Context: an optimization exercise on an open-source flow, tuned for small area, a short achievable clock period and few clock cycles per item. The choices shown serve that exercise and are no tape-out recipe.
Where RTL was checked, it was by simulation tests only, not by an equivalence proof against the original.
Power is estimated from default activity; no workload was simulated.

## conv_acc
module conv_acc
(
    input  logic        clk,
    input  logic        arst_n,
    input  logic        wb_cyc,
    input  logic        wb_stb,
    input  logic        wb_we,
    input  logic [1:0]  wb_adr,
    input  logic [31:0] wb_dat_i,
    output logic        wb_ack,
    output logic [31:0] wb_dat_o
);
Size: about 72 I/O pins, about 14000 um2 of cells after synthesis.
clock: 7.0 ns
lec_check: 0
cap_margin: 20
core_margin: 2
core_utilization: 60
cts_buf_list: sky130_fd_sc_hd__clkbuf_8
cts_cluster_size: 30
setup_slack_margin: 3.8
slew_margin: 20
synth_hierarchical: 1
tns_end_percent: 100
run.sh (not shown) runs the stock make flow with config.mk's settings and CLKGATE_MAP_FILE= SYNTH_SCRIPT=/design/flow/synth_recipe.tcl, a recipe that flattens the netlist after the stock synthesis.
The baseline completed without violations.
Edit:
Settings changed: ABC_CLOCK_PERIOD_IN_PS set to 300, SYNTH_HIERARCHICAL 1 to unset.
The new run ran to the end with no violations; worst hold slack gains 0.0063 ns; wire length grows by 2.0%; clock-buffer cell count grows by 1; synthesized area grows by 0.42%; global-route usage grows by 0.12 points; register-to-register slack loses 0.02 ns; combinational power shrinks by about 5%.
No run of this note included a check of the RTL's function; only the layout flow was run.

== job 1134 ==
Another version of the RTL of conv_acc (not shown whole).
For scale: ~830 cells after synthesis, about 13000 µm² of cells after synthesis.
==> flow/config.mk <==
export PLATFORM = sky130hd
export DESIGN_NAME = conv_acc
export DESIGN_NICKNAME = conv_acc
export VERILOG_FILES = /design/flow/design.v
export SDC_FILE = /design/flow/constraint.sdc
export NUM_CORES = 4
export LEC_CHECK = 0
export CAP_MARGIN = 20
export CORE_MARGIN = 2
export CORE_UTILIZATION = 70
export CTS_BUF_LIST = sky130_fd_sc_hd__clkbuf_16
export CTS_CLUSTER_DIAMETER = 120
export CTS_CLUSTER_SIZE = 30
export SETUP_SLACK_MARGIN = 3.8
export SLEW_MARGIN = 20
export SYNTH_HIERARCHICAL = 1
export TNS_END_PERCENT = 20
==> flow/constraint.sdc <==
create_clock -name core_clock -period 7.0 [get_ports {clk}]
set_input_delay 1.4000 -clock core_clock [delete_from_list [all_inputs] [get_ports {clk}]]
set_output_delay 1.4000 -clock core_clock [all_outputs]
set_load 0.01 [all_outputs]
Job 1134 completed end to end with timing, DRC and antenna clean.
Testbench counts of job 1134, summed over its fixed seeds: cycles 9,600, items 3,200.
> inputs changed (job 1134 -> job 1548)
- an added ABC_AREA of 1
- a change of TNS_END_PERCENT from 20 to 100
Having completed the whole flow, job 1548 delivered a layout that passed the timing, design-rule and antenna checks.
Re number of clock buffers in the layout: no difference whatsoever between job 1134 and job 1548.
Compared with job 1134, in job 1548 post-route DRC violation count comparable, maximum number of pins on one net before global-route repair increased by about 170% relative to the old numbers.
Synthesized cell count: job 1134 and job 1548 compared, higher one is job 1548
[compare] base=job 1134 new=job 1548: final critical-path share of the clock period up 0.35 points, peak fanout along the critical path now sits higher.
Relative to job 1134, die height has increased by 4.4% in job 1548.
Power ends up higher on job 1548.
## Diff of input files: job 5450 against job 1548
- IO_CONSTRAINTS: unset -> /design/flow/flow/io.tcl
- ABC_AREA: 1 -> unset
==> flow/flow/run.sh (new file) <==
#!/bin/bash
# The standard layout, with the bus control, address and read data pins
# placed together on one edge (flow/io.tcl).
set -e
echo "export IO_CONSTRAINTS = $PWD/flow/io.tcl" >> config.mk
bash standard.sh > standard.log 2>&1
==> flow/flow/io.tcl (new file) <==
# Keep the bus control, address and read data pins together on one edge:
# the read data is a gate or two from the address and the head register.
set_io_pin_constraint -group -order -region left:* -pin_names {
  wb_dat_o[15] wb_dat_o[14] wb_dat_o[13] wb_dat_o[12]
  wb_dat_o[11] wb_dat_o[10] wb_dat_o[9] wb_dat_o[8]
  wb_dat_o[7] wb_dat_o[6] wb_dat_o[5] wb_dat_o[4]
  wb_ack wb_cyc wb_stb wb_adr[0] wb_adr[1]
  wb_dat_o[3] wb_dat_o[2] wb_dat_o[1] wb_dat_o[0]
}
==> flow/standard.sh (new file) <==
#!/bin/bash
# synth_recipe.tcl (not shown) runs the flow's synth.tcl, then flattens the netlist and writes it again
# the make line also repeats each setting of config.mk as NAME=value (left out here)
make -C /OpenROAD-flow-scripts/flow DESIGN_CONFIG=/design/flow/config.mk WORK_HOME=/design/flow/orfs CLKGATE_MAP_FILE= SYNTH_SCRIPT=/design/flow/synth_recipe.tcl "${@:-finish}"
removed: flow/run.sh
Findings:
Looking at share of cells above drive strength 1, job 5450 sits 5.8 points above job 1548. Peak supply drop is lower on job 1548. Fraction of the core area covered by cells at the end of the flow in job 5450 is 1.4 points higher than in job 1548. Changes observed in job 5450 relative to job 1548: area growth from synthesis to final layout higher; relative area of non-clock buffer cells in the final design roughly the same; non-clock buffer count lower. Number of standard cells after synthesis on job 5450 is down relative to job 1548. In the metrics for job 1548 and job 5450, the one carrying the lower share of total power in the clock network is job 5450. Per the comparison of job 5450 with job 1548, combined global-route utilization of all metal layers has decreased, maximum clock frequency has increased.
What job 6254 does differently from job 5450 at the input level:
- IO_CONSTRAINTS no longer set, was /design/flow/flow/io.tcl
- CORE_UTILIZATION now 75, was 70
==> flow/run.sh (new file) <==
#!/bin/bash
# synth_recipe.tcl (not shown) runs the flow's synth.tcl, then flattens the netlist and writes it again
# the make line also repeats each setting of config.mk as NAME=value (left out here)
make -C /OpenROAD-flow-scripts/flow DESIGN_CONFIG=/design/flow/config.mk WORK_HOME=/design/flow/orfs CLKGATE_MAP_FILE= SYNTH_SCRIPT=/design/flow/synth_recipe.tcl finish
removed: flow/flow/run.sh
removed: flow/flow/io.tcl
removed: flow/standard.sh
- Having completed the whole flow, job 6254 delivered a layout that passed the timing, design-rule and antenna checks.
- Final net count: job 6254 vs job 5450 up about 0.3%
- Job 5450 → job 6254: wire length of the first global-routing pass went up; worst setup slack went up; area of the die went down; initial core utilization went up; sequential share of power went down.
- There was hardly any difference in power between job 5450 and job 6254.
- wb_dat_o[3] as the end point of the critical path was reported by job 6254, and wb_dat_o[1] by job 5450.
- Sort job 5450 and job 6254 by final critical delay including setup and external delays asc -> top: job 6254
Changes in job 1981 relative to job 6254:
- swapping 75 for 70 in CORE_UTILIZATION
- putting BUFFER_PORTS_ARGS at -buffer_cell sky130_fd_sc_hd__buf_1 where nothing was set
==> flow/flow/run.sh (new file) <==
#!/bin/bash
# The standard layout, with plain buffers (resized later as timing needs)
# on the ports instead of the delay cells port buffering picks by default.
set -e
cat >> config.mk <<'EOC'
export BUFFER_PORTS_ARGS = -buffer_cell sky130_fd_sc_hd__buf_1
EOC
bash standard.sh > standard.log 2>&1
==> flow/standard.sh (new file) <==
#!/bin/bash
# synth_recipe.tcl (not shown) runs the flow's synth.tcl, then flattens the netlist and writes it again
# the make line also repeats each setting of config.mk as NAME=value (left out here)
make -C /OpenROAD-flow-scripts/flow DESIGN_CONFIG=/design/flow/config.mk WORK_HOME=/design/flow/orfs CLKGATE_MAP_FILE= SYNTH_SCRIPT=/design/flow/synth_recipe.tcl "${@:-finish}"
removed: flow/run.sh
==> comparison <==
- Taking job 6254 as the reference, in job 1981 final period utilization held, switching power went down about 2.7%, share of power burned in combinational logic went up 0.2 points.
- Measured against job 1981, the maximum resistive drop on vdd of job 6254 comes out at 1.2 times the reference value.
- Looking only at post-layout utilization of the core, and setting everything else aside, the higher value of job 6254 and job 1981 goes to job 6254.
- Job 6254 -> job 1981: post-route minimum period flat
- Job 6254 has a higher total power than job 1981.
- Starting DRC count in detailed routing in job 1981 is 263 lower than in job 6254
- As far as number of failing hold endpoints at the final stage goes, job 1981 and job 6254 are indistinguishable; the numbers are identical.
- Between job 1981 and job 6254, it is job 1981 whose path depth of the worst reg2reg path is higher, by 1.
Input-level comparison between job 5703 and job 1981:
- clearing BUFFER_PORTS_ARGS, which used to be -buffer_cell sky130_fd_sc_hd__buf_1
- swapping 3.8 for 3.72 in SETUP_SLACK_MARGIN
==> flow/run.sh (new file) <==
#!/bin/bash
# synth_recipe.tcl (not shown) runs the flow's synth.tcl, then flattens the netlist and writes it again
# the make line also repeats each setting of config.mk as NAME=value (left out here)
make -C /OpenROAD-flow-scripts/flow DESIGN_CONFIG=/design/flow/config.mk WORK_HOME=/design/flow/orfs CLKGATE_MAP_FILE= SYNTH_SCRIPT=/design/flow/synth_recipe.tcl finish
removed: flow/flow/run.sh
removed: flow/standard.sh
Results
- Job 5703 — post-cts gate resize count 160% higher, job 1981 as reference
- In terms of setup slack, job 5703 and job 1981 differ only marginally.
- Job 5703 vs. job 1981: post-layout instance area has remained practically unchanged, wire length per cell decreased by about 1.3% relative to the old numbers, power has remained practically unchanged, fraction of the cycle the final worst path needs was more or less identical.

[re-timing with driven ports]
In the flow no input, the clock included, has a driving cell. The finished layouts below were timed again as built, in two steps. Step 1, drivers: a clkbuf_16 drives clk and a buf_2 each remaining input, both assumed. Step 2 times the ports against the registers' clock, not the clock port: input delays grow and output delays shrink by t, the midpoint of the rising clock arrivals with the driver on. a / b / c = no drivers / after step 1 / after step 2; a / b = the first two.
run	t (ns)	setup WS [ns]	worst hold slack (ns)
the first run of note 1	0.597	3.480 / 3.415 / 2.943	0.433 / 0.433 / 0.433
the second run of note 1	0.612	3.415 / 3.338 / 3.021	0.440 / 0.440 / 0.440
job 1134	0.535	3.695 / 3.490 / 3.229	0.458 / 0.458 / 0.458
job 1548	0.530	3.670 / 3.438 / 3.324	0.454 / 0.454 / 0.454
job 5450	0.520	3.694 / 3.554 / 3.208	0.461 / 0.461 / 0.461
job 6254	0.526	3.701 / 3.504 / 3.216	0.460 / 0.460 / 0.460
job 1981	0.518	3.703 / 3.457 / 3.066	0.457 / 0.457 / 0.457
job 5703	0.522	3.706 / 3.501 / 3.170	0.440 / 0.440 / 0.440
After both steps setup and hold are still met in every run listed. The setup slack of job 1981, which loses most, moves by -0.246 ns with the drivers and by -0.637 ns with both steps.
